From an optimization exercise on the open Yosys and OpenROAD flow, aimed at small area, a short achievable clock period and few clock cycles; shortcuts taken in it are not production practice.
The RTL was checked by simulation tests, not by an equivalence proof against the original design.

== job 4683 ==
==> flow/design.v (excerpt) <==
module ram_top (
    input  logic        RWCLK,
    input  logic        RESET,
    input  logic        CLEAR,
    output logic        BUSY,
    input  logic        WEN,
    input  logic [1:0]  WBE,
    input  logic [7:0]  WADDR,
    input  logic [15:0] WD,
    input  logic        REN,
    input  logic [7:0]  RADDR,
    output logic [15:0] RD,
    output logic        RVALID
);
    ram_dp_param_clr u_ram (
        .RWCLK  (RWCLK),
        .RESET  (RESET),
        .CLEAR  (CLEAR),
        .BUSY   (BUSY),
        .WEN    (WEN),
        .WBE    (WBE),
        .WADDR  (WADDR),
        .WD     (WD),
        .REN    (REN),
        .RADDR  (RADDR),
        .RD     (RD),
        .RVALID (RVALID)
    );
endmodule
Size in the first run: roughly 8,900 cells after synthesis, roughly 4,500 flip-flops, roughly 57 I/O pins, roughly 160,000 um^2 of cells after synthesis.
export LEC_CHECK = 0
export CAP_MARGIN = 20
export CORE_MARGIN = 2
export CORE_UTILIZATION = 60
export CTS_BUF_LIST = sky130_fd_sc_hd__clkbuf_8 sky130_fd_sc_hd__clkbuf_16
export CTS_CLUSTER_DIAMETER = 60
export CTS_CLUSTER_SIZE = 24
export SETUP_SLACK_MARGIN = 1.9
export SLEW_MARGIN = 20
export SYNTH_HIERARCHICAL = 1
export SYNTH_MINIMUM_KEEP_SIZE = 0
create_clock -name core_clock -period 4.0 [get_ports {RWCLK}]
run.sh (not shown) runs the stock make flow with config.mk's settings and CLKGATE_MAP_FILE= SYNTH_SCRIPT=/design/flow/synth_recipe.tcl, a recipe that flattens the netlist after the stock synthesis.
Testbench counts of job 4683, summed over its fixed seeds: cycles 33,374.
Modified inputs, job 6239 compared to job 4683
==> flow/flow/run.sh (new file) <==
#!/bin/bash
# Layout: the standard flow (standard.sh, unchanged synthesis), with
# two resizer options changed:
#  - port buffers are buf_4 instead of the flow's default choice (a slow
#    delay buffer), so input and output paths are not slowed by them;
#  - repair_timing may swap a cell for one of another footprint.
# The make output goes to standard.log; ORFS's own per-step logs stay under
# orfs/logs/.
set -euo pipefail
bash standard.sh MATCH_CELL_FOOTPRINT=0 \
    "BUFFER_PORTS_ARGS=-buffer_cell sky130_fd_sc_hd__buf_4" \
    finish > standard.log 2>&1
==> flow/standard.sh (new file) <==
#!/bin/bash
# synth_recipe.tcl (not shown) runs the flow's synth.tcl, then flattens the netlist and writes it again
# the make line also repeats each setting of config.mk as NAME=value (left out here)
make -C /OpenROAD-flow-scripts/flow DESIGN_CONFIG=/design/flow/config.mk WORK_HOME=/design/flow/orfs CLKGATE_MAP_FILE= SYNTH_SCRIPT=/design/flow/synth_recipe.tcl "${@:-finish}"
--- a/flow/config.mk
+++ b/flow/config.mk
@@ -10,4 +10,4 @@
-export CORE_UTILIZATION = 60
-export CTS_BUF_LIST = sky130_fd_sc_hd__clkbuf_8 sky130_fd_sc_hd__clkbuf_16
-export CTS_CLUSTER_DIAMETER = 60
-export CTS_CLUSTER_SIZE = 24
+export CORE_UTILIZATION = 75
+export CTS_BUF_LIST = sky130_fd_sc_hd__clkbuf_16
+export CTS_CLUSTER_DIAMETER = 70
+export CTS_CLUSTER_SIZE = 28
removed: flow/run.sh
Results
Job 6239 completed end to end with timing, DRC and antenna clean.
Worst setup slack after placement in job 6239 vs job 4683: up 0.40 ns
Taking job 4683 as the reference, in job 6239 first-pass GRT wire length fell by 26,000 um, number of rows created at floorplan went down, fraction of the cycle the final worst path needs dropped 0.31 points, cell area moved down, die area shrank by 20%.
Job 6239 vs job 4683: maximum resistive drop on vdd up in job 6239
Job 6239 ends up with higher post-route worst setup slack than job 4683 does.
Re global-route usage: job 4683 was lower than job 6239.
Worst hold slack for job 6239 is lower than for job 4683.
Cmp job 6239 and job 4683 / area growth from synthesis to layout / higher: job 4683
Edits applied to the flow inputs when going from job 6239 to job 8566:
==> flow/run.sh (new file) <==
#!/bin/bash
# synth_recipe.tcl (not shown) runs the flow's synth.tcl, then flattens the netlist and writes it again
# the make line also repeats each setting of config.mk as NAME=value (left out here)
make -C /OpenROAD-flow-scripts/flow DESIGN_CONFIG=/design/flow/config.mk WORK_HOME=/design/flow/orfs CLKGATE_MAP_FILE= SYNTH_SCRIPT=/design/flow/synth_recipe.tcl finish
--- a/flow/config.mk
+++ b/flow/config.mk
@@ -10 +10 @@
-export CORE_UTILIZATION = 75
+export CORE_UTILIZATION = 60
@@ -12,2 +12,2 @@
-export CTS_CLUSTER_DIAMETER = 70
-export CTS_CLUSTER_SIZE = 28
+export CTS_CLUSTER_DIAMETER = 80
+export CTS_CLUSTER_SIZE = 32
removed: flow/flow/run.sh
removed: flow/standard.sh
[summary]
- Job 8566 gives less number of clock-tree buffers in the layout than job 6239 did.
- Re setup fix buffers added after clock tree synthesis: job 8566 is 9 up on job 6239.
- Going from job 6239 to job 8566, post-route clock period utilization shrinks by 1.5 points.
- On standard cell core area, job 6239 beats job 8566.
Input-level comparison between job 583 and job 8566:
==> flow/flow/run.sh (new file) <==
#!/bin/bash
# Layout: the standard flow (standard.sh, unchanged synthesis), with
# two resizer options changed:
#  - port buffers are buf_4 instead of the flow's default choice (a slow
#    delay buffer), so input and output paths are not slowed by them;
#  - repair_timing may swap a cell for one of another footprint.
# The make output goes to standard.log; ORFS's own per-step logs stay under
# orfs/logs/.
set -euo pipefail
bash standard.sh MATCH_CELL_FOOTPRINT=0 \
    "BUFFER_PORTS_ARGS=-buffer_cell sky130_fd_sc_hd__buf_4" \
    finish > standard.log 2>&1
==> flow/standard.sh (new file) <==
#!/bin/bash
# synth_recipe.tcl (not shown) runs the flow's synth.tcl, then flattens the netlist and writes it again
# the make line also repeats each setting of config.mk as NAME=value (left out here)
make -C /OpenROAD-flow-scripts/flow DESIGN_CONFIG=/design/flow/config.mk WORK_HOME=/design/flow/orfs CLKGATE_MAP_FILE= SYNTH_SCRIPT=/design/flow/synth_recipe.tcl "${@:-finish}"
--- a/flow/config.mk
+++ b/flow/config.mk
@@ -11,3 +11,3 @@
-export CTS_BUF_LIST = sky130_fd_sc_hd__clkbuf_16
-export CTS_CLUSTER_DIAMETER = 80
-export CTS_CLUSTER_SIZE = 32
+export CTS_BUF_LIST = sky130_fd_sc_hd__clkbuf_8 sky130_fd_sc_hd__clkbuf_16
+export CTS_CLUSTER_DIAMETER = 60
+export CTS_CLUSTER_SIZE = 24
removed: flow/run.sh
==> summary.txt <==
Job 583 went all the way through the flow, and no timing, DRC or antenna check failed. Of job 583 and job 8566, the lower setup slack belongs to job 583. Diff job 8566 -> job 583: count of distinct cell types in the synthesized netlist essentially unchanged; wire length increased 12,000 um; buffer count excluding the clock tree in the final layout increased 64.

## static timing again, ports no longer ideal
In the flow no input, the clock included, has a driving cell. The finished layouts below were timed again as built, in two steps.
Step 1 sets driving cells, clkbuf_16 on the clock port and buf_2 on the other inputs (assumed; they add their load-dependent delay and slew).
Step 2 also shifts input and output timing later by t, the mid clock arrival at the registers, as if the neighbouring blocks saw the same clock.
a / b / c = ideal ports / drivers / drivers and shift; a / b = the first two.
run | shift t [ns] | slack for setup (ns) | hold slack, ns | worst setup path after step 2 | clock arrival spread, ns
job 4683 | 1.052 | 1.707 / 1.607 / 1.536 | 0.265 / 0.233 / 0.334 | input to register | 0.057 / 0.058
job 6239 | 0.990 | 1.719 / 1.621 / 1.256 | 0.057 / -0.007 / 0.332 | input to register | 0.039 / 0.039
job 8566 | 0.964 | 1.779 / 1.696 / 1.524 | 0.340 / 0.321 / 0.340 | input to register | 0.041 / 0.042
job 583 | 1.034 | 1.743 / 1.643 / 1.127 | 0.049 / 0.002 / 0.326 | input to register | 0.059 / 0.059
After both steps setup and hold are still met in every run listed. For job 583, which loses most, drivers alone change the setup slack by -0.100 ns; drivers and shift together by -0.616 ns.
